This design comes from an exercise in tuning for small area on the open sky130 flow, not from production work. Function was checked by simulation only, so behaviour that the tests miss may differ from the original. Power figures rest on the tool's default switching activity, not on a simulated workload.

`flow/design.v`:
```
`timescale 1ns/1ps
package des_pkg;
  typedef enum logic [1:0] {IDLE, ROUND, DONE} ctrl_state_e;
  typedef enum logic {MODE_ENC, MODE_DEC} des_mode_e;
  typedef logic [1:64]  block_t;
  typedef logic [1:32]   half_t;
  typedef logic [1:48] subkey_t;
  typedef logic [5-1:0] round_t;
  localparam logic [511:0] IP_TAB_P = {
    256'h3a322a221a120a023c342c241c140c043e362e261e160e064038302820181008,
    256'h39312921191109013b332b231b130b033d352d251d150d053f372f271f170f07};
  function automatic int IP_AT(input int i);
    IP_AT = IP_TAB_P[(64 - i) * 8 +: 8];
  endfunction
  localparam logic [511:0] FP_TAB_P = {
    256'h280830103818402027072f0f37173f1f26062e0e36163e1e25052d0d35153d1d,
    256'h24042c0c34143c1c23032b0b33133b1b22022a0a32123a1a2101290931113919};
  function automatic int FP_AT(input int i);
    FP_AT = FP_TAB_P[(64 - i) * 8 +: 8];
  endfunction
  localparam logic [383:0] E_TAB_P = {
    256'h20010203040504050607080908090a0b0c0d0c0d0e0f10111011121314151415,
    128'h1617181918191a1b1c1d1c1d1e1f2001};
  function automatic int E_AT(input int i);
    E_AT = E_TAB_P[(48 - i) * 8 +: 8];
  endfunction
  localparam logic [255:0] P_TAB_P = {
    256'h100714151d0c1c11010f171a05121f0a0208180e201b0309130d1e06160b0419};
  function automatic int P_AT(input int i);
    P_AT = P_TAB_P[(32 - i) * 8 +: 8];
  endfunction
  localparam logic [447:0] PC1_TAB_P = {
    256'h39312921191109013a322a221a120a023b332b231b130b033c342c243f372f27,
    192'h1f170f073e362e261e160e063d352d251d150d051c140c04};
  function automatic int PC1_AT(input int i);
    PC1_AT = PC1_TAB_P[(56 - i) * 8 +: 8];
  endfunction
  localparam logic [383:0] PC2_TAB_P = {
    256'h0e110b180105031c0f06150a17130c041a0810071b140d0229341f252f371e28,
    128'h332d21302c31273822352e2a32241d20};
  function automatic int PC2_AT(input int i);
    PC2_AT = PC2_TAB_P[(48 - i) * 8 +: 8];
  endfunction
  localparam logic [2047:0] SBOX_TAB_P = {
    256'he4d12fb83a6c59070f74e2d1a6cb953841e8d62bfc973a50fc8249175b3ea06d,
    256'hf18e6b34972dc05a3d47f28ec01a69b50e7ba4d158c6932fd8a13f42b67c05e9,
    256'ha09e63f51dc7b428d709346a285ecbf1d6498f30b12c5ae71ad069874fe3b52c,
    256'h7de3069a1285bc4fd8b56f03472c1ae9a690cb7df13e52843f06a1d8945bc72e,
    256'h2c417ab6853fd0e9eb2c47d150fa3986421bad78f9c5630eb8c71e2d6f09a453,
    256'hc1af92680d34e75baf427c9561de0b389ef528c3704a1db6432c95fabe17608d,
    256'h4b2ef08d3c975a61d0b7491ae35c2f8614bdc37eaf6805926bd814a7950fe23c,
    256'hd2846fb1a93e50c71fd8a374c56b0e927b419ce206adf35821e74a8dfc90356b};
  function automatic logic [3:0] SBOX_AT(input int box, input logic [5:0] idx);
    SBOX_AT = SBOX_TAB_P[(511 - ((box - 1) * 64 + idx)) * 4 +: 4];
  endfunction
  localparam logic [31:0] SHIFT_TAB_P = 32'b01_01_10_10_10_10_10_10_01_10_10_10_10_10_10_01;
  function automatic logic [1:0] SHIFT_AT(input int i);
    SHIFT_AT = SHIFT_TAB_P[(16 - i) * 2 +: 2];
  endfunction
endpackage
module des_sbox_step (k, x, s);
  input logic [2:0] k;
  input logic [5:0] x;
  output logic [3:0] s;
  logic _000_;
  logic _001_;
  logic _002_;
  logic _003_;
  logic _004_;
  logic _005_;
  logic _006_;
  logic _007_;
  logic _008_;
  logic _009_;
  logic _010_;
  logic _011_;
  logic _012_;
  logic _013_;
  logic _014_;
  logic _015_;
  logic _016_;
  logic _017_;
  logic _018_;
  logic _019_;
  logic _020_;
  logic _021_;
  logic _022_;
  logic _023_;
  logic _024_;
  logic _025_;
  logic _026_;
  logic _027_;
  logic _028_;
  logic _029_;
  logic _030_;
  logic _031_;
  logic _032_;
  logic _033_;
  logic _034_;
  logic _035_;
  logic _036_;
  logic _037_;
  logic _038_;
  logic _039_;
  logic _040_;
  logic _041_;
  logic _042_;
  logic _043_;
  logic _044_;
  logic _045_;
  logic _046_;
  logic _047_;
  logic _048_;
  logic _049_;
  logic _050_;
  logic _051_;
  logic _052_;
  logic _053_;
  logic _054_;
  logic _055_;
  logic _056_;
  logic _057_;
  logic _058_;
  logic _059_;
  logic _060_;
  logic _061_;
  logic _062_;
  logic _063_;
  logic _064_;
  logic _065_;
  logic _066_;
  logic _067_;
  logic _068_;
  logic _069_;
  logic _070_;
  logic _071_;
  logic _072_;
  logic _073_;
  logic _074_;
  logic _075_;
  logic _076_;
  logic _077_;
  logic _078_;
  logic _079_;
  logic _080_;
  logic _081_;
  logic _082_;
  logic _083_;
  logic _084_;
  logic _085_;
  logic _086_;
  logic _087_;
  logic _088_;
  logic _089_;
  logic _090_;
  logic _091_;
  logic _092_;
  logic _093_;
  logic _094_;
  logic _095_;
  logic _096_;
  logic _097_;
  logic _098_;
  logic _099_;
  logic _100_;
  logic _101_;
  logic _102_;
  logic _103_;
  logic _104_;
  logic _105_;
  logic _106_;
  logic _107_;
  logic _108_;
  logic _109_;
  logic _110_;
  logic _111_;
  logic _112_;
  logic _113_;
  logic _114_;
  logic _115_;
  logic _116_;
  logic _117_;
  logic _118_;
  logic _119_;
  logic _120_;
  logic _121_;
  logic _122_;
  logic _123_;
  logic _124_;
  logic _125_;
  logic _126_;
  logic _127_;
  logic _128_;
  logic _129_;
  logic _130_;
  logic _131_;
  logic _132_;
  logic _133_;
  logic _134_;
  logic _135_;
  logic _136_;
  logic _137_;
  logic _138_;
  logic _139_;
  logic _140_;
  logic _141_;
  logic _142_;
  logic _143_;
  logic _144_;
  logic _145_;
  logic _146_;
  logic _147_;
  logic _148_;
  logic _149_;
  logic _150_;
  logic _151_;
  logic _152_;
  logic _153_;
  logic _154_;
  logic _155_;
  logic _156_;
  logic _157_;
  logic _158_;
  logic _159_;
  logic _160_;
  logic _161_;
  logic _162_;
  logic _163_;
  logic _164_;
  logic _165_;
  logic _166_;
  logic _167_;
  logic _168_;
  logic _169_;
  logic _170_;
  logic _171_;
  logic _172_;
  logic _173_;
  logic _174_;
  logic _175_;
  logic _176_;
  logic _177_;
  logic _178_;
  logic _179_;
  logic _180_;
  logic _181_;
  logic _182_;
  logic _183_;
  logic _184_;
  logic _185_;
  logic _186_;
  logic _187_;
  logic _188_;
  logic _189_;
  logic _190_;
  logic _191_;
  logic _192_;
  logic _193_;
  logic _194_;
  logic _195_;
  logic _196_;
  logic _197_;
  logic _198_;
  logic _199_;
  logic _200_;
  logic _201_;
  logic _202_;
  logic _203_;
  logic _204_;
  logic _205_;
  logic _206_;
  logic _207_;
  logic _208_;
  logic _209_;
  logic _210_;
  logic _211_;
  logic _212_;
  logic _213_;
  logic _214_;
  logic _215_;
  logic _216_;
  logic _217_;
  logic _218_;
  logic _219_;
  logic _220_;
  logic _221_;
  logic _222_;
  logic _223_;
  logic _224_;
  logic _225_;
  logic _226_;
  logic _227_;
  logic _228_;
  logic _229_;
  logic _230_;
  logic _231_;
  logic _232_;
  logic _233_;
  logic _234_;
  logic _235_;
  logic _236_;
  logic _237_;
  logic _238_;
  logic _239_;
  logic _240_;
  logic _241_;
  logic _242_;
  logic _243_;
  logic _244_;
  logic _245_;
  logic _246_;
  logic _247_;
  logic _248_;
  logic _249_;
  logic _250_;
  logic _251_;
  logic _252_;
  logic _253_;
  logic _254_;
  logic _255_;
  logic _256_;
  logic _257_;
  logic _258_;
  logic _259_;
  logic _260_;
  logic _261_;
  logic _262_;
  logic _263_;
  logic _264_;
  logic _265_;
  logic _266_;
  logic _267_;
  logic _268_;
  logic _269_;
  logic _270_;
  logic _271_;
  logic _272_;
  logic _273_;
  logic _274_;
  logic _275_;
  logic _276_;
  logic _277_;
  logic _278_;
  logic _279_;
  logic _280_;
  logic _281_;
  logic _282_;
  logic _283_;
  logic _284_;
  logic _285_;
  logic _286_;
  logic _287_;
  logic _288_;
  logic _289_;
  logic _290_;
  logic _291_;
  logic _292_;
  logic _293_;
  logic _294_;
  logic _295_;
  logic _296_;
  logic _297_;
  logic _298_;
  logic _299_;
  logic _300_;
  logic _301_;
  logic _302_;
  logic _303_;
  logic _304_;
  logic _305_;
  logic _306_;
  logic _307_;
  logic _308_;
  logic _309_;
  logic _310_;
  logic _311_;
  logic _312_;
  logic _313_;
  logic _314_;
  logic _315_;
  logic _316_;
  logic _317_;
  logic _318_;
  logic _319_;
  logic _320_;
  logic _321_;
  logic _322_;
  logic _323_;
  logic _324_;
  logic _325_;
  logic _326_;
  logic _327_;
  logic _328_;
  logic _329_;
  logic _330_;
  logic _331_;
  logic _332_;
  logic _333_;
  logic _334_;
  logic _335_;
  logic _336_;
  logic _337_;
  logic _338_;
  logic _339_;
  logic _340_;
  logic _341_;
  logic _342_;
  logic _343_;
  logic _344_;
  logic _345_;
  logic _346_;
  logic _347_;
  logic _348_;
  logic _349_;
  logic _350_;
  logic _351_;
  logic _352_;
  logic _353_;
  logic _354_;
  logic _355_;
  logic _356_;
  logic _357_;
  logic _358_;
  logic _359_;
  logic _360_;
  logic _361_;
  logic _362_;
  logic _363_;
  logic _364_;
  logic _365_;
  logic _366_;
  logic _367_;
  logic _368_;
  logic _369_;
  logic _370_;
  logic _371_;
  logic _372_;
  logic _373_;
  logic _374_;
  logic _375_;
  logic _376_;
  logic _377_;
  logic _378_;
  logic _379_;
  logic _380_;
  logic _381_;
  logic _382_;
  logic _383_;
  logic _384_;
  logic _385_;
  logic _386_;
  logic _387_;
  logic _388_;
  logic _389_;
  logic _390_;
  logic _391_;
  logic _392_;
  logic _393_;
  logic _394_;
  logic _395_;
  logic _396_;
  logic _397_;
  logic _398_;
  logic _399_;
  logic _400_;
  logic _401_;
  logic _402_;
  logic _403_;
  logic _404_;
  logic _405_;
  logic _406_;
  logic _407_;
  logic _408_;
  logic _409_;
  logic _410_;
  logic _411_;
  logic _412_;
  logic _413_;
  logic _414_;
  logic _415_;
  logic _416_;
  logic _417_;
  logic _418_;
  logic _419_;
  logic _420_;
  logic _421_;
  logic _422_;
  logic _423_;
  assign _040_ = (~(k[1]));
  assign _051_ = (~(k[2]));
  assign _062_ = (~(x[4]));
  assign _073_ = (~(x[2])&~(x[0]));
  assign _084_ = (~(x[2]));
  assign _095_ = (~(x[0])&~(x[1]));
  assign _106_ = (~(x[0]));
  assign _117_ = (~(x[1]));
  assign _127_ = (~(_106_)&~(_117_));
  assign _138_ = (~(_095_)&~(_127_));
  assign _149_ = (~(_084_)&~(_138_));
  assign _160_ = (~(x[3])&~(_149_));
  assign _171_ = (~(_160_));
  assign _182_ = (~(_073_)&~(_171_));
  assign _193_ = (~(_182_));
  assign _204_ = (~(x[2])&~(_106_));
  assign _215_ = (~(x[3]));
  assign _225_ = (~(_084_)&~(_095_));
  assign _236_ = (~(_215_)&~(_225_));
  assign _247_ = (~(_236_));
  assign _258_ = (~(_204_)&~(_247_));
  assign _269_ = (~(x[2])&~(_117_));
  assign _280_ = (~(_215_)&~(_138_));
  assign _291_ = (~(_280_));
  assign _301_ = (~(_269_)&~(_291_));
  assign _312_ = (~(_258_)&~(_301_));
  assign _323_ = (~(_193_)&~(_062_)) | (~(_312_)&~(_062_));
  assign _334_ = (~(_084_)&~(_106_));
  assign _345_ = (~(_334_));
  assign _356_ = (~(_215_)&~(_345_));
  assign _367_ = (~(x[1])&~(_084_));
  assign _369_ = (~(x[0])&~(_084_));
  assign _370_ = (~(_367_)&~(_369_));
  assign _371_ = (~(x[3])&~(_370_));
  assign _372_ = (~(_371_));
  assign _373_ = (~(x[3])&~(_367_));
  assign _374_ = (~(_369_)&~(_204_));
  assign _375_ = (~(_374_));
  assign _376_ = (~(_375_)) | (~(_373_));
  assign _377_ = (~(_372_)) | (~(_376_));
  assign _378_ = (~(_084_)&~(_095_)) | (~(_377_));
  assign _379_ = (~(_127_));
  assign _380_ = (~(_084_)&~(_215_)) | (~(_117_)&~(_215_));
  assign _381_ = (~(_379_)) | (~(_380_));
  assign _382_ = (~(_378_)) | (~(_062_)) | (~(_381_));
  assign _383_ = (~(_356_)&~(_382_)) | (~(x[5]));
  assign _384_ = (~(k[0]));
  assign _385_ = (~(_095_));
  assign _386_ = (~(_385_)) | (~(_084_));
  assign _387_ = (~(_386_)) | (~(x[3]));
  assign _388_ = (~(_387_)&~(_149_));
  assign _389_ = (~(_367_)&~(_334_));
  assign _390_ = (~(_269_)) | (~(_106_));
  assign _391_ = (~(_389_)) | (~(_390_));
  assign _392_ = (~(_391_));
  assign _393_ = (~(x[3])&~(_392_));
  assign _394_ = (~(_388_)&~(_393_)) | (~(x[4]));
  assign _395_ = (~(x[0])&~(_117_));
  assign _396_ = (~(x[2])&~(_395_)) | (~(_215_));
  assign _397_ = (~(x[1])&~(_106_));
  assign _398_ = (~(_215_)&~(_397_));
  assign _399_ = (~(_369_)&~(_269_));
  assign _400_ = (~(_399_)) | (~(_398_));
  assign _401_ = (~(_400_)&~(x[5])) | (~(_062_)&~(x[5])) | (~(_396_)&~(x[5]));
  assign _402_ = (~(_394_)&~(_384_)) | (~(_401_)&~(_384_));
  assign _403_ = (~(_383_)&~(_323_)) | (~(_402_));
  assign _404_ = (~(_193_)&~(_062_)) | (~(_381_)&~(_062_));
  assign _405_ = (~(_395_));
  assign _406_ = (~(_381_)) | (~(_062_));
  assign _407_ = (~(_373_)&~(_406_)) | (~(_405_)&~(_406_));
  assign _408_ = (~(_407_)&~(_404_)) | (~(x[5]));
  assign _409_ = (~(_149_));
  assign _410_ = (~(_409_)) | (~(_390_));
  assign _411_ = (~(_410_));
  assign _412_ = (~(_138_));
  assign _413_ = (~(_073_)&~(_412_));
  assign _414_ = (~(_413_)&~(_062_)) | (~(x[3])&~(_062_));
  assign _415_ = (~(x[3])&~(_411_)) | (~(_414_));
  assign _416_ = (~(_373_));
  assign _417_ = (~(_269_)&~(_416_));
  assign _418_ = (~(_417_));
  assign _419_ = (~(_418_)) | (~(_062_));
  assign _420_ = (~(_236_)&~(_280_)&~(_419_));
  assign _421_ = (~(x[5])&~(_420_));
  assign _422_ = (~(_421_)&~(k[0])) | (~(_415_)&~(k[0]));
  assign _423_ = (~(_408_)&~(_051_)) | (~(_422_)&~(_051_));
  assign _000_ = (~(x[5]));
  assign _001_ = (~(_399_)) | (~(_215_));
  assign _002_ = (~(_312_)&~(_062_)) | (~(_001_)&~(_062_));
  assign _003_ = (~(_127_)&~(_386_));
  assign _004_ = (~(_334_)&~(_003_));
  assign _005_ = (~(x[3])&~(_004_));
  assign _006_ = (~(x[4])&~(_005_));
  assign _007_ = (~(_312_)&~(_002_)) | (~(_006_)&~(_002_));
  assign _008_ = (~(_367_)&~(_269_));
  assign _009_ = (~(_008_));
  assign _010_ = (~(_380_));
  assign _011_ = (~(_084_)&~(_379_));
  assign _012_ = (~(_010_)&~(_011_));
  assign _013_ = (~(x[3])&~(_117_));
  assign _014_ = (~(_013_)&~(_399_));
  assign _015_ = (~(_014_));
  assign _016_ = (~(_015_)) | (~(_001_));
  assign _017_ = (~(_016_)) | (~(_062_));
  assign _018_ = (~(_062_)&~(_009_)&~(_012_)) | (~(_000_)) | (~(_017_));
  assign _019_ = (~(_000_)&~(_007_)) | (~(_384_)) | (~(_018_));
  assign _020_ = (~(_398_));
  assign _021_ = (~(_020_)&~(_391_)) | (~(_193_));
  assign _022_ = (~(_073_)&~(_416_));
  assign _023_ = (~(_370_));
  assign _024_ = (~(x[2])&~(_138_));
  assign _025_ = (~(_023_)&~(_024_));
  assign _026_ = (~(_215_)&~(_025_));
  assign _027_ = (~(_022_)&~(_026_)) | (~(_062_));
  assign _028_ = (~(_062_)&~(_280_)&~(_021_)) | (~(x[5])) | (~(_027_));
  assign _029_ = (~(_376_)) | (~(_062_));
  assign _030_ = (~(_215_)&~(_369_));
  assign _031_ = (~(_030_));
  assign _032_ = (~(_031_)&~(_412_));
  assign _033_ = (~(_062_)&~(_032_));
  assign _034_ = (~(_033_)&~(x[5])) | (~(_396_)&~(x[5]));
  assign _035_ = (~(_026_)&~(_029_)) | (~(_034_));
  assign _036_ = (~(_028_)) | (~(k[0])) | (~(_035_));
  assign _037_ = (~(_036_)&~(_403_)) | (~(_036_)&~(_423_)) | (~(_051_)&~(_403_)) | (~(_019_)&~(_403_)) | (~(_051_)&~(_423_)) | (~(_019_)&~(_423_));
  assign _038_ = (~(_127_)&~(_386_)) | (~(_030_));
  assign _039_ = (~(_020_)&~(_009_));
  assign _041_ = (~(x[4])&~(_039_));
  assign _042_ = (~(_041_)) | (~(_038_));
  assign _043_ = (~(_371_)&~(_042_));
  assign _044_ = (~(_084_)&~(_397_));
  assign _045_ = (~(_044_));
  assign _046_ = (~(_008_)&~(_062_)) | (~(x[3])&~(_062_));
  assign _047_ = (~(_046_));
  assign _048_ = (~(x[2])&~(_127_));
  assign _049_ = (~(_062_)&~(_048_));
  assign _050_ = (~(_049_));
  assign _052_ = (~(x[3])&~(_095_));
  assign _053_ = (~(_375_)) | (~(x[3]));
  assign _054_ = (~(_127_)&~(_053_));
  assign _055_ = (~(_045_)&~(_047_)&~(_054_)) | (~(_045_)&~(_050_)&~(_054_)) | (~(_052_)&~(_047_)&~(_054_)) | (~(_052_)&~(_050_)&~(_054_));
  assign _056_ = (~(_003_)&~(_149_));
  assign _057_ = (~(_215_)&~(_056_));
  assign _058_ = (~(_062_)&~(_417_));
  assign _059_ = (~(_058_));
  assign _060_ = (~(_052_));
  assign _061_ = (~(_060_)&~(_023_));
  assign _063_ = (~(_061_));
  assign _064_ = (~(_204_));
  assign _065_ = (~(x[1])&~(_215_));
  assign _066_ = (~(_064_)&~(x[4])) | (~(_065_)&~(x[4]));
  assign _067_ = (~(_063_)&~(x[5])) | (~(_066_)&~(x[5]));
  assign _068_ = (~(_149_)&~(_057_)&~(_059_)) | (~(_067_));
  assign _069_ = (~(_000_)&~(_055_)&~(_043_)) | (~(_384_)) | (~(_068_));
  assign _070_ = (~(x[3])&~(_003_));
  assign _071_ = (~(_024_));
  assign _072_ = (~(_071_)) | (~(x[3]));
  assign _074_ = (~(_225_)&~(_072_)) | (~(_062_));
  assign _075_ = (~(_400_)) | (~(_385_));
  assign _076_ = (~(_075_)&~(_377_)) | (~(x[4]));
  assign _077_ = (~(_070_)&~(_074_)) | (~(_076_));
  assign _078_ = (~(x[3])&~(_048_));
  assign _079_ = (~(_078_));
  assign _080_ = (~(_011_)&~(_079_));
  assign _081_ = (~(_215_)&~(_392_));
  assign _082_ = (~(x[4])&~(_081_)&~(_080_));
  assign _083_ = (~(_013_));
  assign _085_ = (~(_060_)&~(_011_));
  assign _086_ = (~(_149_)&~(_085_)) | (~(_083_)&~(_085_));
  assign _087_ = (~(_062_)&~(_086_));
  assign _088_ = (~(_087_)&~(_082_)) | (~(_000_));
  assign _089_ = (~(_000_)&~(_077_)) | (~(k[0])) | (~(_088_));
  assign _090_ = (~(_069_)) | (~(_089_)) | (~(_051_));
  assign _091_ = (~(_062_)&~(_081_));
  assign _092_ = (~(x[3])&~(_367_)&~(_138_)) | (~(_091_));
  assign _093_ = (~(_367_));
  assign _094_ = (~(_138_)&~(_215_)) | (~(_093_)&~(_215_));
  assign _096_ = (~(_083_)&~(_374_));
  assign _097_ = (~(_096_)&~(_094_)) | (~(_062_));
  assign _098_ = (~(_004_)) | (~(x[3]));
  assign _099_ = (~(_193_)) | (~(x[4])) | (~(_098_));
  assign _100_ = (~(_409_)) | (~(_070_));
  assign _101_ = (~(_030_)&~(x[4])) | (~(_064_)&~(x[4]));
  assign _102_ = (~(_100_)) | (~(_101_));
  assign _103_ = (~(_099_)&~(k[0])) | (~(_102_)&~(k[0]));
  assign _104_ = (~(k[0])&~(x[5])&~(_103_)) | (~(_092_)&~(x[5])&~(_103_)) | (~(_097_)&~(x[5])&~(_103_));
  assign _105_ = (~(x[1])&~(_374_));
  assign _107_ = (~(_044_)&~(_105_)) | (~(_215_));
  assign _108_ = (~(x[4])&~(_057_));
  assign _109_ = (~(_108_)) | (~(_107_));
  assign _110_ = (~(x[4])&~(_091_)) | (~(x[4])&~(_416_)) | (~(_105_)&~(_091_)) | (~(_105_)&~(_416_));
  assign _111_ = (~(_334_)&~(_060_));
  assign _112_ = (~(x[3])&~(_111_)) | (~(_108_));
  assign _113_ = (~(_071_)&~(_215_)) | (~(_093_)&~(_215_));
  assign _114_ = (~(_113_));
  assign _115_ = (~(_062_)&~(_111_));
  assign _116_ = (~(_114_)&~(k[0])) | (~(_115_)&~(k[0]));
  assign _118_ = (~(_110_)&~(_116_)) | (~(_110_)&~(_112_)) | (~(_109_)&~(_116_)) | (~(k[0])&~(_116_)) | (~(_109_)&~(_112_)) | (~(k[0])&~(_112_));
  assign _119_ = (~(_000_)&~(_118_)) | (~(k[2]));
  assign _120_ = (~(_119_)&~(_104_)) | (~(_040_)) | (~(_090_));
  assign s[2] = (~(_040_)&~(_037_)) | (~(_120_));
  assign _121_ = (~(_054_));
  assign _122_ = (~(_062_)&~(_022_));
  assign _123_ = (~(_121_)) | (~(_418_)) | (~(_122_));
  assign _124_ = ((x[4])&(x[5])&(_123_)) | ((_039_)&(x[5])&(_123_)) | ((_420_)&(x[5])&(_123_));
  assign _125_ = (~(_374_)&~(_042_)) | (~(_160_)&~(_042_));
  assign _126_ = (~(_011_));
  assign _128_ = (~(_105_));
  assign _129_ = (~(_128_)&~(_215_)) | (~(_126_)&~(_215_));
  assign _130_ = (~(_129_));
  assign _131_ = (~(_128_)) | (~(_126_)) | (~(_215_));
  assign _132_ = (~(x[4])&~(_125_)) | (~(_130_)&~(_125_)) | (~(_131_)&~(_125_));
  assign _133_ = (~(x[5])&~(_132_)) | (~(_384_));
  assign _134_ = (~(_204_)&~(_171_)) | (~(_038_));
  assign _135_ = ((_062_)&~(_134_)) | (~(_062_)&(_134_));
  assign _136_ = (~(_413_)&~(_062_)&~(_371_)&~(_081_)) | (~(_215_)&~(_062_)&~(_371_)&~(_081_));
  assign _137_ = (~(_269_)&~(_149_));
  assign _139_ = (~(_215_)&~(_137_));
  assign _140_ = (~(_139_));
  assign _141_ = (~(_269_));
  assign _142_ = (~(_160_)) | (~(_141_));
  assign _143_ = (~(_140_)) | (~(_142_));
  assign _144_ = (~(_143_));
  assign _145_ = (~(x[4])&~(_144_)) | (~(x[5]));
  assign _146_ = (~(_136_)&~(_145_)) | (~(x[5])&~(_135_));
  assign _147_ = (~(_146_)&~(_040_)) | (~(k[0])&~(_040_));
  assign _148_ = (~(_124_)&~(_133_)) | (~(_147_));
  assign _150_ = (~(_411_)) | (~(_030_));
  assign _151_ = (~(_150_)&~(x[4])) | (~(_131_)&~(x[4]));
  assign _152_ = (~(_225_)&~(_024_));
  assign _153_ = (~(x[1])&~(_152_)) | (~(x[3])&~(_152_));
  assign _154_ = (~(_062_)&~(_032_)&~(_153_));
  assign _155_ = (~(_101_));
  assign _156_ = (~(_117_)&~(_064_));
  assign _157_ = (~(_060_)&~(_156_));
  assign _158_ = (~(_280_)&~(_157_));
  assign _159_ = (~(_129_)&~(_059_)) | (~(_155_)&~(_158_)) | (~(_384_));
  assign _161_ = (~(_384_)&~(_154_)&~(_151_)) | (~(x[5])) | (~(_159_));
  assign _162_ = (~(_070_));
  assign _163_ = (~(_044_)&~(_162_));
  assign _164_ = (~(_236_)&~(_163_));
  assign _165_ = (~(x[4])&~(_164_));
  assign _166_ = (~(_291_)) | (~(x[4])) | (~(_247_));
  assign _167_ = (~(_385_)&~(_166_)) | (~(_371_)&~(_166_));
  assign _168_ = (~(_167_)&~(_165_)) | (~(k[0]));
  assign _169_ = (~(_397_));
  assign _170_ = (~(x[4])&~(_032_));
  assign _172_ = (~(_170_));
  assign _173_ = (~(_169_)&~(_172_)) | (~(_008_)&~(_172_)) | (~(_015_)&~(_172_));
  assign _174_ = (~(x[1])&~(_053_)) | (~(x[4]));
  assign _175_ = (~(_160_)&~(_174_));
  assign _176_ = (~(_175_)&~(_173_)) | (~(_384_));
  assign _177_ = (~(_168_)) | (~(_000_)) | (~(_176_));
  assign _178_ = (~(_161_)) | (~(_177_)) | (~(_040_));
  assign _179_ = (~(_062_)&~(_026_));
  assign _180_ = (~(_179_)) | (~(_142_));
  assign _181_ = (~(_215_)&~(_172_)) | (~(_412_)&~(_172_));
  assign _183_ = (~(_181_));
  assign _184_ = (~(_008_)) | (~(_062_));
  assign _185_ = (~(_062_)&~(_158_)) | (~(_356_)&~(_184_));
  assign _186_ = (~(x[5])&~(_185_)) | (~(k[0]));
  assign _187_ = (~(x[5])&~(_186_)) | (~(_180_)&~(_186_)) | (~(_183_)&~(_186_));
  assign _188_ = (~(_204_)&~(_171_)) | (~(_010_)&~(_395_));
  assign _189_ = (~(x[4])&~(_043_)) | (~(_188_)&~(_043_));
  assign _190_ = (~(_107_)) | (~(_062_)) | (~(_053_));
  assign _191_ = (~(_062_)&~(_039_));
  assign _192_ = (~(_016_)) | (~(_045_));
  assign _194_ = (~(_192_)) | (~(_191_));
  assign _195_ = (~(_194_)&~(_000_)) | (~(_190_)&~(_000_));
  assign _196_ = (~(_189_)&~(k[0])&~(_195_)) | (~(_000_)&~(k[0])&~(_195_));
  assign _197_ = (~(_187_)&~(_196_)) | (~(k[1]));
  assign _198_ = (~(_060_)&~(_375_));
  assign _199_ = (~(_198_)&~(_057_));
  assign _200_ = (~(_386_)) | (~(_215_));
  assign _201_ = (~(_369_)&~(_200_)) | (~(_062_));
  assign _202_ = (~(_062_)&~(_199_)) | (~(_139_)&~(_201_)) | (~(x[5]));
  assign _203_ = (~(_215_)&~(_410_));
  assign _205_ = (~(x[4])&~(_203_));
  assign _206_ = (~(x[3])&~(_056_)) | (~(_205_));
  assign _207_ = (~(_379_)&~(_062_)) | (~(_052_)&~(_062_));
  assign _208_ = (~(_207_));
  assign _209_ = (~(_301_)&~(_208_)) | (~(_000_)) | (~(_206_));
  assign _210_ = (~(_209_)) | (~(k[0])) | (~(_202_));
  assign _211_ = (~(_152_)) | (~(_215_));
  assign _212_ = (~(_211_));
  assign _213_ = (~(_156_)&~(_031_));
  assign _214_ = (~(_334_)&~(_079_));
  assign _216_ = (~(_213_)&~(_214_)) | (~(_062_));
  assign _217_ = (~(_062_)&~(_213_)&~(_212_)) | (~(x[5])) | (~(_216_));
  assign _218_ = (~(_215_)&~(_073_));
  assign _219_ = (~(_218_)) | (~(x[1]));
  assign _220_ = (~(_200_)) | (~(x[4])) | (~(_219_));
  assign _221_ = (~(x[4])&~(_269_)&~(_065_)) | (~(_000_)) | (~(_220_));
  assign _222_ = (~(_217_)&~(k[1])) | (~(_384_)&~(k[1])) | (~(_221_)&~(k[1]));
  assign _223_ = (~(_210_)&~(_051_)) | (~(_222_)&~(_051_));
  assign s[1] = (~(_148_)&~(_197_)) | (~(_148_)&~(_223_)) | (~(_051_)&~(_197_)) | (~(_178_)&~(_197_)) | (~(_051_)&~(_223_)) | (~(_178_)&~(_223_));
  assign _224_ = (~(_215_)&~(_008_));
  assign _226_ = (~(_224_)&~(_212_)) | (~(_062_));
  assign _227_ = (~(_226_));
  assign _228_ = (~(_062_)&~(_003_)&~(_301_));
  assign _229_ = (~(_228_)&~(_227_)) | (~(x[5]));
  assign _230_ = (~(_138_)&~(x[3])) | (~(_093_)&~(x[3]));
  assign _231_ = (~(_230_));
  assign _232_ = (~(_010_)&~(_075_)) | (~(_231_));
  assign _233_ = (~(_232_)&~(x[5])) | (~(x[4])&~(x[5]));
  assign _234_ = (~(_226_)&~(k[0])) | (~(_233_)&~(k[0]));
  assign _235_ = (~(_229_)) | (~(_234_));
  assign _237_ = (~(_100_)) | (~(_046_));
  assign _238_ = (~(_301_)&~(_237_));
  assign _239_ = (~(_238_)&~(_181_)) | (~(_000_));
  assign _240_ = (~(_367_)&~(_156_));
  assign _241_ = (~(_240_)&~(_062_)) | (~(_215_)&~(_062_));
  assign _242_ = (~(_241_));
  assign _243_ = (~(_079_)) | (~(_062_));
  assign _244_ = (~(_129_)&~(_242_)) | (~(_388_)&~(_243_)) | (~(x[5]));
  assign _245_ = (~(_239_)) | (~(k[0])) | (~(_244_));
  assign _246_ = (~(_235_)) | (~(k[1])) | (~(_245_));
  assign _248_ = (~(x[3])&~(_413_));
  assign _249_ = (~(_123_)&~(_248_)) | (~(_047_)&~(_248_));
  assign _250_ = (~(_093_)&~(x[4])&~(_182_)) | (~(_398_)&~(x[4])&~(_182_));
  assign _251_ = (~(_152_)&~(_200_)) | (~(_179_));
  assign _252_ = (~(_379_)&~(_061_)) | (~(_224_)&~(_061_));
  assign _253_ = (~(_252_));
  assign _254_ = (~(x[4])&~(_253_)) | (~(_000_)) | (~(_251_));
  assign _255_ = (~(_000_)&~(_250_)&~(_249_)) | (~(k[0])) | (~(_254_));
  assign _256_ = (~(_215_)&~(_166_)) | (~(_413_)&~(_166_));
  assign _257_ = (~(_015_)&~(x[4])) | (~(_169_)&~(x[4]));
  assign _259_ = (~(x[4])&~(_012_));
  assign _260_ = (~(_160_)) | (~(_405_));
  assign _261_ = (~(_259_)) | (~(_260_));
  assign _262_ = (~(x[3])&~(_137_));
  assign _263_ = (~(_062_)&~(_388_)&~(_262_)) | (~(_000_)) | (~(_261_));
  assign _264_ = (~(_000_)&~(_257_)&~(_256_)) | (~(_384_)) | (~(_263_));
  assign _265_ = (~(_255_)&~(_051_)) | (~(_040_)&~(_051_)) | (~(_264_)&~(_051_));
  assign _266_ = (~(_389_));
  assign _267_ = (~(x[3])&~(_242_)) | (~(_266_)&~(_242_));
  assign _268_ = (~(_048_)&~(_011_)) | (~(_083_));
  assign _270_ = (~(_268_)) | (~(_062_));
  assign _271_ = (~(_214_)&~(_270_)) | (~(_009_)&~(_270_));
  assign _272_ = (~(_020_)&~(_391_));
  assign _273_ = (~(_375_)&~(_171_)) | (~(_181_));
  assign _274_ = (~(_062_)&~(_272_)&~(_080_)) | (~(_000_)) | (~(_273_));
  assign _275_ = (~(_000_)&~(_267_)&~(_271_)) | (~(k[0])) | (~(_274_));
  assign _276_ = (~(_117_)&~(_143_)) | (~(_066_));
  assign _277_ = (~(_100_)&~(_000_)) | (~(_046_)&~(_000_)) | (~(_219_)&~(_000_));
  assign _278_ = (~(x[2])&~(_127_)) | (~(_160_));
  assign _279_ = (~(_278_)&~(x[4])) | (~(_387_)&~(x[4]));
  assign _281_ = (~(_381_)&~(_279_)) | (~(_122_)&~(_279_));
  assign _282_ = (~(_000_)&~(_276_)) | (~(_000_)&~(_277_)) | (~(_281_)&~(_276_)) | (~(_281_)&~(_277_));
  assign _283_ = (~(_282_)) | (~(_384_));
  assign _284_ = (~(_283_)) | (~(_275_)) | (~(_040_));
  assign _285_ = (~(_006_)) | (~(_045_)) | (~(_128_));
  assign _286_ = (~(_057_)) | (~(x[4]));
  assign _287_ = (~(_285_)&~(_000_)) | (~(_286_)&~(_000_)) | (~(_100_)&~(_000_));
  assign _288_ = (~(_062_)&~(_262_)&~(_203_));
  assign _289_ = (~(_149_)&~(_419_)) | (~(_000_));
  assign _290_ = (~(_289_)&~(_288_)) | (~(k[0]));
  assign _292_ = (~(_376_)&~(_021_)) | (~(_376_)&~(_062_)) | (~(_091_)&~(_021_)) | (~(_091_)&~(_062_));
  assign _293_ = (~(_292_)) | (~(x[5]));
  assign _294_ = (~(x[1])&~(_198_)) | (~(_218_)&~(_198_));
  assign _295_ = (~(_294_)&~(x[5])) | (~(_191_)&~(x[5]));
  assign _296_ = (~(x[4])&~(_199_)) | (~(_295_));
  assign _297_ = (~(_293_)&~(_040_)) | (~(_384_)&~(_040_)) | (~(_296_)&~(_040_));
  assign _298_ = (~(_287_)&~(_290_)) | (~(_297_));
  assign s[0] = (~(_298_)&~(_246_)) | (~(_298_)&~(_265_)) | (~(_051_)&~(_246_)) | (~(_284_)&~(_246_)) | (~(_051_)&~(_265_)) | (~(_284_)&~(_265_));
  assign _299_ = (~(_157_));
  assign _300_ = (~(_000_)&~(_248_));
  assign _302_ = (~(_000_)&~(_300_)) | (~(_299_)&~(_300_));
  assign _303_ = (~(x[3])&~(_062_)&~(_302_)) | (~(_025_)&~(_062_)&~(_302_));
  assign _304_ = (~(x[4])&~(_000_)&~(_272_)&~(_377_));
  assign _305_ = (~(x[5])&~(_054_)&~(_158_)&~(_172_));
  assign _306_ = (~(_384_)&~(_304_)&~(_305_)&~(_303_));
  assign _307_ = (~(_266_)&~(_162_));
  assign _308_ = (~(_138_)&~(_144_)) | (~(_299_));
  assign _309_ = (~(x[4])&~(_308_)) | (~(_047_)&~(_307_));
  assign _310_ = (~(_374_)&~(_083_)) | (~(_072_));
  assign _311_ = (~(_378_)&~(x[4])) | (~(_378_)&~(_310_)) | (~(_259_)&~(x[4])) | (~(_259_)&~(_310_));
  assign _313_ = (~(_000_)&~(_311_)) | (~(_384_));
  assign _314_ = (~(_309_)&~(_313_)) | (~(_000_)&~(_313_));
  assign _315_ = (~(_306_)&~(_314_)) | (~(_040_));
  assign _316_ = (~(_058_)&~(_122_)) | (~(_114_));
  assign _317_ = (~(_065_)&~(_155_)&~(_307_)) | (~(_000_)) | (~(_316_));
  assign _318_ = (~(x[3])&~(_141_)) | (~(_108_));
  assign _319_ = (~(_121_)&~(_000_)) | (~(_033_)&~(_000_)) | (~(_231_)&~(_000_));
  assign _320_ = (~(_319_)&~(_384_)) | (~(_318_)&~(_384_));
  assign _321_ = (~(_157_)&~(_258_));
  assign _322_ = (~(_370_)) | (~(_062_));
  assign _324_ = (~(_321_)&~(x[5])) | (~(_322_)&~(x[5]));
  assign _325_ = (~(_321_)&~(_322_)) | (~(_324_));
  assign _326_ = (~(_215_)&~(_367_)&~(_156_)) | (~(_062_));
  assign _327_ = (~(_326_)&~(_163_)) | (~(_208_)&~(_113_));
  assign _328_ = (~(_327_)&~(k[0])) | (~(x[5])&~(k[0]));
  assign _329_ = (~(_328_)&~(_320_)&~(_040_)) | (~(_328_)&~(_317_)&~(_040_)) | (~(_325_)&~(_320_)&~(_040_)) | (~(_325_)&~(_317_)&~(_040_));
  assign _330_ = (~(k[2])&~(_329_));
  assign _331_ = (~(_098_));
  assign _332_ = (~(_005_)&~(_331_)) | (~(_062_));
  assign _333_ = (~(_056_)) | (~(x[3]));
  assign _335_ = (~(_333_)) | (~(_058_));
  assign _336_ = (~(_332_)) | (~(_000_)) | (~(_335_));
  assign _337_ = (~(_280_)&~(_085_)) | (~(_345_)&~(_085_));
  assign _338_ = (~(_337_)&~(_000_)) | (~(_050_)&~(_000_));
  assign _339_ = (~(_050_)&~(_337_)) | (~(_338_));
  assign _340_ = (~(_336_)) | (~(_384_)) | (~(_339_));
  assign _341_ = (~(x[3])&~(_025_));
  assign _342_ = (~(x[4])&~(_057_)&~(_341_));
  assign _343_ = (~(_062_)&~(_253_)) | (~(x[5]));
  assign _344_ = (~(_006_)) | (~(_333_));
  assign _346_ = (~(_062_)&~(_272_)&~(_341_)) | (~(_000_)) | (~(_344_));
  assign _347_ = (~(_342_)&~(_343_)) | (~(k[0])) | (~(_346_));
  assign _348_ = (~(_347_)) | (~(k[1])) | (~(_340_));
  assign _349_ = (~(_371_)&~(_011_)&~(_174_));
  assign _350_ = (~(_334_)&~(_020_)) | (~(_260_));
  assign _351_ = (~(x[4])&~(_350_)) | (~(_000_));
  assign _352_ = (~(_373_)&~(x[4])&~(_113_)) | (~(_071_)&~(x[4])&~(_113_));
  assign _353_ = (~(_215_)&~(_240_));
  assign _354_ = (~(_353_));
  assign _355_ = (~(_354_)&~(_062_)) | (~(_396_)&~(_062_));
  assign _357_ = (~(_000_)&~(_352_)&~(_355_)) | (~(_349_)&~(_351_));
  assign _358_ = (~(_357_)) | (~(k[0]));
  assign _359_ = (~(_230_)&~(_074_));
  assign _360_ = (~(_241_)&~(_359_)) | (~(_354_)&~(_359_));
  assign _361_ = (~(_191_)) | (~(_372_)) | (~(_376_));
  assign _362_ = (~(_375_)&~(_412_)) | (~(_291_));
  assign _363_ = (~(x[4])&~(_362_)) | (~(_361_));
  assign _364_ = (~(_363_)&~(k[0])) | (~(x[5])&~(k[0]));
  assign _365_ = (~(x[5])&~(_360_)) | (~(_364_));
  assign _366_ = (~(_358_)) | (~(_365_));
  assign _368_ = (~(_366_)&~(_051_)) | (~(_040_)&~(_051_));
  assign s[3] = (~(_348_)&~(_315_)) | (~(_348_)&~(_330_)) | (~(_368_)&~(_315_)) | (~(_368_)&~(_330_));
endmodule
`timescale 1ns/1ps
module des_core (
  input  logic            clk,
  input  logic            rst,
  input  logic            start,
  input  logic            decrypt,
  input  des_pkg::block_t block_in,
  input  des_pkg::block_t key_in,
  output logic            busy,
  output logic            done,
  output des_pkg::block_t block_out
);
  logic [63:0] d_q;       
  localparam logic [1:56] KINV = {28{2'b10}};
  logic [1:56] cd_q;      
  logic [1:56] cd;        
  logic [1:56] cd_nx;
  logic        xc_q, xd_q;
  logic [7:0]  cnt_q;     
  logic [4:0]  rnd_q;     
  logic        dec_q;
  logic [5:0]  x_q;       
  logic        load, step, last, bmode, sh0, sh1, apply;
  logic [7:0]  th;
  logic [2:0]  k;
  logic [5:0]  e_bits, k_bits;
  logic [3:0]  s;
  logic [63:0] d_ld;
  logic [1:56] cd_ld;
  assign load = start & ~busy;
  assign step = (cnt_q[7:3] == 5'b11000);
  assign k    = cnt_q[2:0];
  assign last = step & (k == 3'd7);
  assign sh0 = dec_q & (rnd_q[3:0] == 4'd0);
  assign sh1 = (rnd_q[3:0] == 4'd1) | (rnd_q[3:0] == 4'd8) | (rnd_q[3:0] == 4'd15) |
               (~dec_q & (rnd_q[3:0] == 4'd0));
  always_comb begin
    if (!dec_q) th = sh1 ? 8'd105 : 8'd134;
    else if (sh0) th = 8'd76;
    else th = sh1 ? 8'd47 : 8'd18;
  end
  assign bmode = ~(cnt_q[7] & cnt_q[6]) & (cnt_q >= th);
  always_comb begin
    case (k)
      3'd0: begin e_bits = {d_q[36], d_q[35], d_q[42], d_q[46], d_q[56], d_q[51]};
             k_bits = {cd[14], cd[17], cd[11], cd[24], cd[1], cd[5]}; end
      3'd1: begin e_bits = {d_q[36], d_q[52], d_q[42], d_q[1], d_q[56], d_q[51]};
             k_bits = {cd[29], cd[39], cd[50], cd[44], cd[32], cd[47]}; end
      3'd2: begin e_bits = {d_q[52], d_q[7], d_q[42], d_q[1], d_q[45], d_q[51]};
             k_bits = {cd[21], cd[17], cd[10], cd[2], cd[24], cd[6]}; end
      3'd3: begin e_bits = {d_q[52], d_q[7], d_q[3], d_q[10], d_q[48], d_q[47]};
             k_bits = {cd[43], cd[39], cd[47], cd[33], cd[54], cd[29]}; end
      3'd4: begin e_bits = {d_q[6], d_q[12], d_q[57], d_q[10], d_q[48], d_q[0]};
             k_bits = {cd[37], cd[48], cd[55], cd[33], cd[43], cd[51]}; end
      3'd5: begin e_bits = {d_q[12], d_q[7], d_q[9], d_q[59], d_q[0], d_q[19]};
             k_bits = {cd[26], cd[23], cd[10], cd[1], cd[16], cd[5]}; end
      3'd6: begin e_bits = {d_q[12], d_q[7], d_q[57], d_q[10], d_q[0], d_q[19]};
             k_bits = {cd[38], cd[43], cd[33], cd[50], cd[56], cd[47]}; end
      3'd7: begin e_bits = {d_q[1], d_q[7], d_q[9], d_q[13], d_q[18], d_q[24]};
             k_bits = {cd[9], cd[28], cd[20], cd[13], cd[6], cd[23]}; end
      default: begin e_bits = 6'd0; k_bits = 6'd0; end
    endcase
  end
  assign apply = (step & (k != 3'd0)) | (cnt_q == 8'd0);
  des_sbox_step u_sbox (.k(k), .x(x_q), .s(s));
  assign d_ld = {block_in[59], block_in[15], block_in[13], block_in[61], block_in[31], block_in[45], block_in[43], block_in[33], block_in[23], block_in[3], block_in[17], block_in[5], block_in[25], block_in[47], block_in[11], block_in[29], block_in[63], block_in[41], block_in[19], block_in[1], block_in[27], block_in[49], block_in[53], block_in[39], block_in[9], block_in[21], block_in[35], block_in[7], block_in[57], block_in[51], block_in[55], block_in[37], block_in[60], block_in[16], block_in[14], block_in[62], block_in[32], block_in[46], block_in[44], block_in[34], block_in[24], block_in[4], block_in[18], block_in[6], block_in[26], block_in[48], block_in[12], block_in[30], block_in[64], block_in[42], block_in[20], block_in[2], block_in[28], block_in[50], block_in[54], block_in[40], block_in[10], block_in[22], block_in[36], block_in[8], block_in[58], block_in[52], block_in[56], block_in[38]};
  assign cd_ld = {key_in[57], key_in[49], key_in[41], key_in[33], key_in[25], key_in[17], key_in[9], key_in[1], key_in[58], key_in[50], key_in[42], key_in[34], key_in[26], key_in[18], key_in[10], key_in[2], key_in[59], key_in[51], key_in[43], key_in[35], key_in[27], key_in[19], key_in[11], key_in[3], key_in[60], key_in[52], key_in[44], key_in[36], key_in[63], key_in[55], key_in[47], key_in[39], key_in[31], key_in[23], key_in[15], key_in[7], key_in[62], key_in[54], key_in[46], key_in[38], key_in[30], key_in[22], key_in[14], key_in[6], key_in[61], key_in[53], key_in[45], key_in[37], key_in[29], key_in[21], key_in[13], key_in[5], key_in[28], key_in[20], key_in[12], key_in[4]};
  assign cd    = cd_q ^ KINV;
  assign cd_nx = {cd[2:28], bmode ? ~xc_q : cd[1], cd[30:56], bmode ? ~xd_q : cd[29]};
  always_ff @(posedge clk) begin
    xc_q <= cd_q[1];
    xd_q <= cd_q[29];
    if (load) begin
      d_q  <= d_ld;
      cd_q <= cd_ld ^ KINV;
    end else begin
      d_q  <= {d_q[59:0], d_q[63:60]} ^ {24'd0, s & {4{apply}}, 36'd0};
      cd_q <= cd_nx ^ KINV;
    end
  end
  always_ff @(posedge clk) begin
    x_q <= e_bits ^ k_bits;
  end
  always_ff @(posedge clk) begin
    if (load) begin
      cnt_q <= 8'd48;
      rnd_q <= '0;
      dec_q <= decrypt;
    end else begin
      cnt_q <= last ? 8'd0 : cnt_q + 8'd1;
      if (last) rnd_q <= rnd_q + 5'd1;
    end
  end
  always_ff @(posedge clk) begin
    if (rst) begin
      busy <= 1'b0;
      done <= 1'b0;
    end else begin
      done <= busy & rnd_q[4];
      if (load) busy <= 1'b1;
      else if (rnd_q[4]) busy <= 1'b0;
    end
  end
  assign block_out = {d_q[16], d_q[48], d_q[26], d_q[58], d_q[24], d_q[56], d_q[8], d_q[40], d_q[11], d_q[43], d_q[21], d_q[53], d_q[33], d_q[1], d_q[34], d_q[2], d_q[25], d_q[57], d_q[17], d_q[49], d_q[10], d_q[42], d_q[27], d_q[59], d_q[23], d_q[55], d_q[15], d_q[47], d_q[20], d_q[52], d_q[31], d_q[63], d_q[28], d_q[60], d_q[9], d_q[41], d_q[4], d_q[36], d_q[12], d_q[44], d_q[18], d_q[50], d_q[29], d_q[61], d_q[30], d_q[62], d_q[22], d_q[54], d_q[14], d_q[46], d_q[6], d_q[38], d_q[13], d_q[45], d_q[5], d_q[37], d_q[7], d_q[39], d_q[35], d_q[3], d_q[32], d_q[0], d_q[19], d_q[51]};
endmodule
```
`flow/flow/run.sh`:
```
#!/bin/bash
# Layout flow: the standard synthesis (standard.sh synth), then the
# logic between the flip-flops re-mapped by ABC for area (the flip-flops
# are kept as they are), then the rest of the standard ORFS flow, with
# port buffers of the smallest buffer cell.  Each tool logs to its own file.
set -euo pipefail
F=$PWD
R=$F/orfs/results/$FLOW_PLATFORM/des_core/base
LIB=$FLOW_HOME/platforms/$FLOW_PLATFORM/lib/sky130_fd_sc_hd__tt_025C_1v80.lib
DONTUSE=""
for c in $(sed -n '/^export DONT_USE_CELLS/,/^$/p' $FLOW_HOME/platforms/$FLOW_PLATFORM/config.mk | tr -d '\\' | grep -o 'sky130_fd_sc_hd__[A-Za-z0-9_]*'); do
  DONTUSE="$DONTUSE -dont_use $c"
done
bash standard.sh synth > std_synth.log 2>&1
cp $R/1_2_yosys.v std_netlist.v
python3 flow/mkcomb.py $LIB > comb_cells.v 2> mkcomb.log
sed -e "s#@LIB@#$LIB#g" -e "s#@TOP@#$FLOW_TOP#g" -e "s#@ABCSCRIPT@#$F/flow/area.abc#g" \
    -e "s#@DONTUSE@#$DONTUSE#g" flow/resynth.ys.in > resynth.ys
yosys -s resynth.ys > resynth.log 2>&1
python3 flow/checkregs.py std_netlist.v new_netlist.v > checkregs.log 2>&1
cp new_netlist.v $R/1_2_yosys.v
rm -f $R/1_synth.odb $R/1_synth.sdc
bash standard.sh "BUFFER_PORTS_ARGS=-buffer_cell sky130_fd_sc_hd__buf_1" \
  "CTS_ARGS=-sink_clustering_enable -repair_clock_nets -dont_use_dummy_load -buf_list sky130_fd_sc_hd__clkbuf_8 -root_buf sky130_fd_sc_hd__clkbuf_8" \
  finish > std_finish.log 2>&1
```
`flow/flow/area.abc`:
```
strash
&get -n
&deepsyn -T 90
&put
dch -f
map -a
strash
dch -f
map -a
```
`flow/flow/checkregs.py`:
```
#!/usr/bin/env python3
# Compare the flip-flop instances (name, cell type) of two netlists.
import re, sys
def regs(path):
    src = open(path).read()
    r = {}
    for m in re.finditer(r'^\s*(sky130_fd_sc_hd__\w*df\w*)\s+(\\\S+|\w+)\s*\(', src, re.M):
        r[m.group(2)] = m.group(1)
    return r
a, b = regs(sys.argv[1]), regs(sys.argv[2])
print("registers:", len(a), len(b))
if a != b:
    for k in sorted(set(a) | set(b)):
        if a.get(k) != b.get(k): print("differ:", k, a.get(k), b.get(k))
    sys.exit(1)
print("same registers")
```
`flow/flow/mkcomb.py`:
```
#!/usr/bin/env python3
# Write a Yosys techmap library giving each combinational sky130hd cell its
# liberty function, so the standard netlist's logic can be re-optimised while
# its flip-flop instances stay as they are.
import re, sys
lib = open(sys.argv[1]).read()
cells = re.split(r'\n\s*cell\s*\(\s*"?', lib)[1:]
out = []
for c in cells:
    name = re.match(r'(\w+)', c).group(1)
    if re.search(r'\b(ff|latch|statetable)\s*\(', c):
        continue
    pins = re.findall(r'pin\s*\(\s*"?(\w+)"?\s*\)\s*\{(.*?)\n\s{8}\}', c, re.S)
    ins, outs = [], []
    for pn, body in pins:
        d = re.search(r'direction\s*:\s*"?(\w+)', body)
        if not d: continue
        if d.group(1) == 'input': ins.append(pn)
        elif d.group(1) == 'output':
            f = re.search(r'function\s*:\s*"([^"]*)"', body)
            if not f: break
            outs.append((pn, f.group(1)))
    else:
        if not outs: continue
        def conv(f):
            f = f.replace('!', '~').replace('+', '|').replace('*', '&')
            f = re.sub(r'(?<=[\w\)])\s+(?=[\w~\(])', ' & ', f)
            f = re.sub(r"\b1\b", "1'b1", f) if f.strip() in ('1',) else f
            f = re.sub(r"^\s*0\s*$", "1'b0", f)
            return f
        ports = ins + [o for o, _ in outs]
        out.append("module %s(%s);" % (name, ", ".join(ports)))
        for i in ins: out.append("  input %s;" % i)
        for o, f in outs:
            out.append("  output %s;" % o)
            out.append("  assign %s = %s;" % (o, conv(f)))
        out.append("endmodule")
print("\n".join(out))
```
`flow/flow/resynth.ys.in`:
```
# Re-map the combinational logic of the standard synthesis for area.
# Flip-flops stay the same instances (names, cell types); only the logic
# between them is rebuilt.
read_liberty -lib @LIB@
read_verilog std_netlist.v
hierarchy -top @TOP@
techmap -map comb_cells.v
opt -purge
techmap
opt -fast -purge
abc -liberty @LIB@ -script @ABCSCRIPT@ @DONTUSE@
setundef -zero
hilomap -singleton -hicell sky130_fd_sc_hd__conb_1 HI -locell sky130_fd_sc_hd__conb_1 LO
splitnets
opt_clean -purge
insbuf -buf sky130_fd_sc_hd__buf_4 A X
check -assert
stat -liberty @LIB@
write_verilog -noattr -noexpr -nohex -nodec new_netlist.v
```
`flow/standard.sh`:
```
#!/bin/bash
# synth_recipe.tcl (not shown) runs the flow's synth.tcl, then flattens the netlist and writes it again
# the make line also repeats each setting of config.mk as NAME=value (left out here)
make -C /OpenROAD-flow-scripts/flow DESIGN_CONFIG=/design/flow/config.mk WORK_HOME=/design/flow/orfs CLKGATE_MAP_FILE= SYNTH_SCRIPT=/design/flow/synth_recipe.tcl "${@:-finish}"
```
`flow/config.mk`:
```
export PLATFORM = sky130hd
export DESIGN_NAME = des_core
export DESIGN_NICKNAME = des_core
export VERILOG_FILES = /design/flow/design.v
export SDC_FILE = /design/flow/constraint.sdc
export NUM_CORES = 4
export LEC_CHECK = 0
export ABC_AREA = 1
export CAP_MARGIN = 20
export CORE_MARGIN = 2
export CORE_UTILIZATION = 45
export GPL_TIMING_DRIVEN = 0
export SLEW_MARGIN = 20
```
`flow/constraint.sdc`:
```
create_clock -name core_clock -period 5.5 [get_ports {clk}]
set_input_delay 1.1000 -clock core_clock [delete_from_list [all_inputs] [get_ports {clk}]]
set_output_delay 1.1000 -clock core_clock [all_outputs]
set_load 0.01 [all_outputs]
```
==> results of run 1 <==
-- worst max path at each step --
stage                     slack [ps]       end  startpoint
after detailed placement        1100  rnd_q[3]    cnt_q[0]
after CTS                       1090  rnd_q[3]    cnt_q[0]
after floorplan                  540     dec_q       start
after global routing             760  rnd_q[3]    cnt_q[0]
after global placement         -1190     dec_q       start
final                            900  rnd_q[3]    cnt_q[0]
-- metrics by stage --
stage          area [um^2]  setup TNS (ps)  hold WS, ps  setup WS, ps
2_1_floorplan         7110               0          362           540
3_3_place_gp          8090          -46920          384         -1190
3_5_place_dp          8130               0          388          1100
4_1_cts               8370               0          385          1090
5_1_grt               8370               0          404           765
6_report              8370               0          384           897
-- cell usage in the layout (no fill, tap or decap), types with 4 or more instances in the layout --
cell and instances:
a211oi_1 4, a21oi_1 111, a221oi_1 7, a22oi_1 5, a311oi_1 5, a31oi_1 11, a32oi_1 4, buf_1 189
clkbuf_8 17, clkinv_1 122, dfxtp_1 141, mux2i_1 22, nand2_1 195, nand3_1 22, nor2_1 204, nor3_1 19
o2111ai_1 8, o211ai_1 4, o21ai_0 70, o221ai_1 8, o22ai_1 18, o311ai_0 12, o31ai_1 4, xnor2_1 6
xor2_1 4
-- metal layers --
| metal | track usage | vias up |
|---|---|---|
| met5 | 0 | - |
| met4 | 0.178 | 0 |
| met3 | 0.0910 | 125 |
| met2 | 0.553 | 561 |
| met1 | 0.437 | 3741 |
| li1 | - | 3932 |
-- final cells by class --
type / instances / area (um^2)
clock buffers: 17 / 234
fillers: 1599 / 6950
inverters: 124 / 468
multi-input cells: 760 / 3770
flip-flops and latches: 144 / 2900
well taps: 211 / 264
repair buffers: 190 / 737
-- sequential cells by signal, indices dropped and copies added (netlist names) --
signal and cells:
cd_q 56, rnd_q 5, busy 1, done 1, x_q 6, xd_q 1
cnt_q 8, xc_q 1, d_q 64, dec_q 1
-- power groups by stage --
| stage | Combinational [mW] | Clock (mW) | Sequential (mW) |
|---|---|---|---|
| floorplan | 1.62 | 0 | 1.41 |
| global route | 2.87 | 0.669 | 1.48 |
| finish | 2.69 | 0.626 | 1.46 |
| global placement | 2.65 | 0 | 1.48 |
| detailed placement | 2.52 | 0 | 1.47 |
| CTS | 2.53 | 0.631 | 1.45 |
-- worst max-delay path, stage by stage (launching register included) --
cell,delay [ps]
dfxtp_1,910
clkinv_1,840
nor2_1,830
clkinv_1,580
nor3_1,570
clkinv_1,180
nor2_1,190
nand2_1,90
nor2_1,130
o21ai_0,90
a21oi_1,130
==> flow_metrics.env, run 1 <==
export IMPL_syn_area_mm2=0.00711
export IMPL_first_global_vias=7881
export IMPL_cts_tree="built"
export IMPL_p_seq_frac=0.306
export IMPL_grt_max_degree=136
export IMPL_power_mw=4.78
export IMPL_insertion_delay_ps=450
export IMPL_cp_arrival_ps=4970
export IMPL_antenna_found_initial=0
export IMPL_fp_dieW_um=130
export IMPL_p_sw_mw=2.58
export IMPL_rows=45
export IMPL_hold_end="cd_q[26]"
export IMPL_wl_mm=29.0
export IMPL_post_cts_setup_buffer_count=0
export IMPL_hold_viol_final=0
export IMPL_nNetsFinal=1369
export IMPL_die_y_um=130
export IMPL_grt_ovfl_total=0
export IMPL_relSlewSlack=0.249
export IMPL_avgSynthCellArea_um2=6.92
export IMPL_cp_max_fo=16
export IMPL_hold_class="register to register"
export IMPL_antenna_left=0
export IMPL_start_util=0.464
export IMPL_drt_iter0_drc=960
export IMPL_met3WireLength_mm=2.89
export IMPL_final_util=0.546
export IMPL_drc=0
export IMPL_pwr_density_cell_mw_per_mm2=571
export IMPL_max_cap_violations=0
export IMPL_core_area_mm2=0.0153
export IMPL_routed_via_density=5.78
export IMPL_comb_power_share=0.563
export IMPL_regToRegStartpoint="cnt_q[0]"
export IMPL_clock_fmax_mhz=217
export IMPL_ys_warn_count=1
export IMPL_die_area_mm2=0.0168
export IMPL_finalCriticalPeriod_ps=4600
export IMPL_instances_no_fill=1446
export IMPL_met1Wirelength_mm=11.4
export IMPL_ff2ff_path_depth=10
export IMPL_worst_setup_path_type="register to register"
export IMPL_cts_resized=0
export IMPL_htreeDepth=4
export IMPL_cts_root_buf="clkbuf_8"
export IMPL_fin_crit_sh=0.837
export IMPL_power_leakage_nw=3.26
export IMPL_slew_violations=0
export IMPL_clkPwrFrac=0.131
export IMPL_num_vias=8359
export IMPL_port_buffers=189
export IMPL_swShare=0.539
export IMPL_rrSetupSlack_ps=900
export IMPL_syn_num_nets=1160
export IMPL_hpwl_mm=21.7
export IMPL_grt_usage=0.348
export IMPL_top_layer_used="met4"
export IMPL_cts_buffers=17
export IMPL_pin_count=198
export IMPL_first_pass_iters=6
export IMPL_status="finished clean"
export IMPL_wire_per_inst_um=20.1
export IMPL_hold_path_depth=1
export IMPL_drive_gt1_frac=0.0219
export IMPL_clk_path_buf_depth=2
export IMPL_ctsHoldBuffers=0
export IMPL_ir_drop_mv=0.289
export IMPL_diodes=0
export IMPL_gp_congestion=1.02
export IMPL_dp_cells=1429
export IMPL_clk_pin_slew_worst_paths_ps=90
export IMPL_area_growth_syn_to_layout_pct=17.7
export IMPL_crit_path_start_kind="register"
export IMPL_rsz0062_at_grt="no"
export IMPL_end_kind="register"
export IMPL_timing_rr_end="rnd_q[3]"
export IMPL_finClkSkew_ps=30.2
export IMPL_synthCells=1028
export IMPL_grt_pass1_wl_mm=43.8
export IMPL_clock_sinks=144
export IMPL_worstMarginPinSlew_ps=1120
export IMPL_critPathRequiredTime_ps=5870
export IMPL_wl_met2_mm=13.2
export IMPL_internal_power_mw=2.21
export IMPL_setup_violations_final=0
export IMPL_hp_start="cd_q[27]"
==> run 2, diff against run 1 <==
--- a/flow/flow/run.sh
+++ b/flow/flow/run.sh
@@ -15,11 +15,21 @@
 cp $R/1_2_yosys.v std_netlist.v
 python3 flow/mkcomb.py $LIB > comb_cells.v 2> mkcomb.log
-sed -e "s#@LIB@#$LIB#g" -e "s#@TOP@#$FLOW_TOP#g" -e "s#@ABCSCRIPT@#$F/flow/area.abc#g" \
-    -e "s#@DONTUSE@#$DONTUSE#g" flow/resynth.ys.in > resynth.ys
-yosys -s resynth.ys > resynth.log 2>&1
+# three ABC runs with different random seeds, in parallel; keep the smallest
+for s in 1 2 3; do
+  mkdir -p rs$s
+  sed -e "s#&deepsyn -T 90#\&deepsyn -T 90 -S $s#" flow/area.abc > rs$s/area.abc
+  sed -e "s#@LIB@#$LIB#g" -e "s#@TOP@#$FLOW_TOP#g" -e "s#@ABCSCRIPT@#$F/rs$s/area.abc#g" \
+      -e "s#@DONTUSE@#$DONTUSE#g" -e "s#std_netlist.v#$F/std_netlist.v#" -e "s#comb_cells.v#$F/comb_cells.v#" \
+      -e "s#new_netlist.v#$F/rs$s/new_netlist.v#" flow/resynth.ys.in > rs$s/resynth.ys
+  (cd rs$s && yosys -s resynth.ys > resynth.log 2>&1) &
+done
+wait
+best=$(for s in 1 2 3; do a=$(grep 'Chip area' rs$s/resynth.log | awk '{print $NF}' || true); [ -n "$a" ] && [ -s rs$s/new_netlist.v ] && echo "$a $s"; done | sort -g | head -n 1 | awk '{print $2}')
+echo "smallest: run $best" > pick.log
+cp rs$best/new_netlist.v new_netlist.v
 python3 flow/checkregs.py std_netlist.v new_netlist.v > checkregs.log 2>&1
 cp new_netlist.v $R/1_2_yosys.v
 rm -f $R/1_synth.odb $R/1_synth.sdc
 bash standard.sh "BUFFER_PORTS_ARGS=-buffer_cell sky130_fd_sc_hd__buf_1" \
-  "CTS_ARGS=-sink_clustering_enable -repair_clock_nets -dont_use_dummy_load -buf_list sky130_fd_sc_hd__clkbuf_8 -root_buf sky130_fd_sc_hd__clkbuf_8" \
+  "CTS_ARGS=-sink_clustering_enable -repair_clock_nets -dont_use_dummy_load -buf_list sky130_fd_sc_hd__clkbuf_8 -root_buf sky130_fd_sc_hd__clkbuf_8 -sink_clustering_size 20" \
   finish > std_finish.log 2>&1
==> run 2 against run 1 <==
Area after synthesis increased by 0.16%. Still clean on timing, DRC and antenna. Clock power decreased by 3.8%. Sequential share of layout area decreased by 0.13 points. Final area increased by 0.34%. Setup slack got worse by 270 ps.
==> flow_metrics.env, run 2 <==
export IMPL_rows=45
export IMPL_critPathRequiredTime_ps=5860
export IMPL_power_leakage_nw=3.37
export IMPL_multiInputGateArea_mm2=0.00381
export IMPL_ir_drop_mv=0.282
export IMPL_insertion_delay_ps=440
export IMPL_crit_path_max_incr_delay_ps=1000
export IMPL_crit_family="simple AND/OR/NAND/NOR gates"
export IMPL_drt_iter0_drc=1069
export IMPL_cts_tree="built"
export IMPL_port_buffers=189
export IMPL_fp_dieW_um=130
export IMPL_pwr_density_cell_mw_per_mm2=575
export IMPL_ys_warn_count=1
export IMPL_core_area_mm2=0.0153
export IMPL_syn_num_nets=1170
export IMPL_routed_via_density=5.73
export IMPL_clock_sinks=144
export IMPL_cts_resized=0
export IMPL_ff_latch_area_mm2=0.00289
export IMPL_nNetsFinal=1380
export IMPL_status="finished clean"
export IMPL_grt_usage=0.335
export IMPL_power_mw=4.83
export IMPL_hold_class="register to register"
export IMPL_cp_arrival_ps=5230
export IMPL_cts_root_buf="clkbuf_8"
export IMPL_grt_max_degree=128
export IMPL_dpl_instance_area_mm2=0.00816
export IMPL_finClkSkew_ps=36.2
export IMPL_clkPwrFrac=0.125
export IMPL_start_util=0.465
export IMPL_fillers=1579
export IMPL_diodes=0
export IMPL_relSlewSlack=0.304
export IMPL_grt_ovfl_total=0
export IMPL_crit_path_start_kind="register"
export IMPL_largest_register="d_q"
export IMPL_clk_path_buf_depth=2
export IMPL_slew_violations=0
export IMPL_cp_cell_sequence="clkinv_1 -> nor2_1 -> clkinv_1 -> nor2_1 -> clkinv_1 -> o211ai_1 -> nand4_1 -> nand2_1 -> a21oi_1 -> o221ai_1 -> nand2_1 -> nand3_1 -> o211ai_1 -> xor2_1 -> a21oi_1"
export IMPL_die_y_um=130
export IMPL_syn_area_mm2=0.00712
export IMPL_cp_max_fo=25
export IMPL_area_growth_syn_to_layout_pct=17.9
export IMPL_dp_cells=1440
export IMPL_die_area_mm2=0.0169
export IMPL_largest_register_ffs=64
export IMPL_antenna_found_initial=0
export IMPL_finalCriticalPeriod_ps=4880
export IMPL_hpwl_mm=21.6
export IMPL_num_vias=8345
export IMPL_drive_gt1_frac=0.0201
export IMPL_htreeDepth=4
export IMPL_p_seq_frac=0.291
export IMPL_pin_count=198
export IMPL_post_cts_setup_buffer_count=0
export IMPL_cts_buffers=17
export IMPL_first_global_vias=7659
export IMPL_first_pass_iters=6
export IMPL_rrSetupSlack_ps=620
export IMPL_gp_congestion=1.06
export IMPL_drc=0
export IMPL_mostFrequentLayoutCell="nand2_1"
export IMPL_instances_no_fill=1457
export IMPL_largest_registers="d_q (64), cd_q (56), cnt_q (8)"
export IMPL_p_sw_mw=2.61
export IMPL_clock_fmax_mhz=205
export IMPL_wl_mm=28.8
export IMPL_fin_crit_sh=0.886
export IMPL_rsz0062_at_grt="no"
export IMPL_clk_pin_slew_worst_paths_ps=90
export IMPL_antenna_left=0
export IMPL_ctsHoldBuffers=0
export IMPL_worst_setup_path_type="register to register"
export IMPL_max_cap_violations=0
export IMPL_swShare=0.540
export IMPL_worstMarginPinSlew_ps=1030
export IMPL_comb_power_share=0.585
export IMPL_setup_violations_final=0
export IMPL_crit_buf_inv=3
export IMPL_layout_common_cells="nand2_1, nor2_1, buf_1, dfxtp_1, clkinv_1"
export IMPL_hold_viol_final=0
export IMPL_cp_common_cell="clkinv_1"
export IMPL_synthCells=1038
export IMPL_slowest_stage="dfxtp_1"
export IMPL_wire_per_inst_um=19.7
export IMPL_grt_pass1_wl_mm=42.5
export IMPL_finalSetupTns_ps=0
export IMPL_avgSynthCellArea_um2=6.86
export IMPL_final_cell_area_mm2=0.00840
export IMPL_internal_power_mw=2.22
export IMPL_end_kind="register"
[run 2: power groups by stage]
stage	logic, mW	clock network (mW)	registers, mW
after floorplan	1.64	0	1.40
after global placement	2.70	0	1.46
after detailed placement	2.62	0	1.42
after CTS	2.63	0.616	1.39
after global routing	2.99	0.659	1.42
final	2.82	0.602	1.40
[run 2: area by class of cell]
class	count	area share
multi-input cells	779	0.454
flip-flops and latches	144	0.345
clock buffers	17	0.0279
inverters	115	0.0516
repair buffers	191	0.0902
well taps	211	0.0314
[run 2: per-stage QoR]
step / util / hold WS (ps) / setup slack, ps
after floorplan: - / 338 / 511
final: 0.548 / 379 / 625
after CTS: 0.548 / 382 / 982
after global routing: 0.548 / 388 / 521
after detailed placement: 0.533 / 350 / 983
after global placement: 0.529 / 342 / -1010
[run 2: final timing paths]
path | start | end | cells after the start
max | x_q[3] | d_q[38] | 15
min reg2reg | cd_q[53] | cd_q[52] | 1
min | cd_q[53] | cd_q[52] | 1
max reg2reg | x_q[3] | d_q[38] | 15
[run 2: routing by layer]
metal | track usage | wire [um] | vias up
li1 | - | - | 3962
met1 | 0.425 | 11100 | 3699
met2 | 0.526 | 13100 | 562
met3 | 0.0631 | 2610 | 122
met4 | 0.214 | 1890 | 0
met5 | 0 | 0 | -

## separate check: timing with driven ports
The flow's constraints put no driver on any port. The routed layouts listed below were extracted and timed again, unchanged, in two steps.
Step 1 assumes that a clkbuf_16 drives the clock port and a buf_2 every other input.
Step 2 also shifts input and output timing later by t, the mid clock arrival at the registers, as if the neighbouring blocks saw the same clock.
a / b / c = ideal / step 1 / step 2; a / b = the first two.
run | t (ns) | setup slack, ns | worst hold slack (ns) | latest minus earliest clock arrival (ns) | worst slew at a driven data input, ns
run 1 | 0.486 | 0.897 / 0.897 / 0.897 | 0.384 / 0.384 / 0.384 | 0.036 / 0.037 | 0.04
run 2 | 0.459 | 0.625 / 0.625 / 0.625 | 0.379 / 0.379 / 0.379 | 0.037 / 0.037 | 0.05
After both steps every run listed still meets setup and hold.
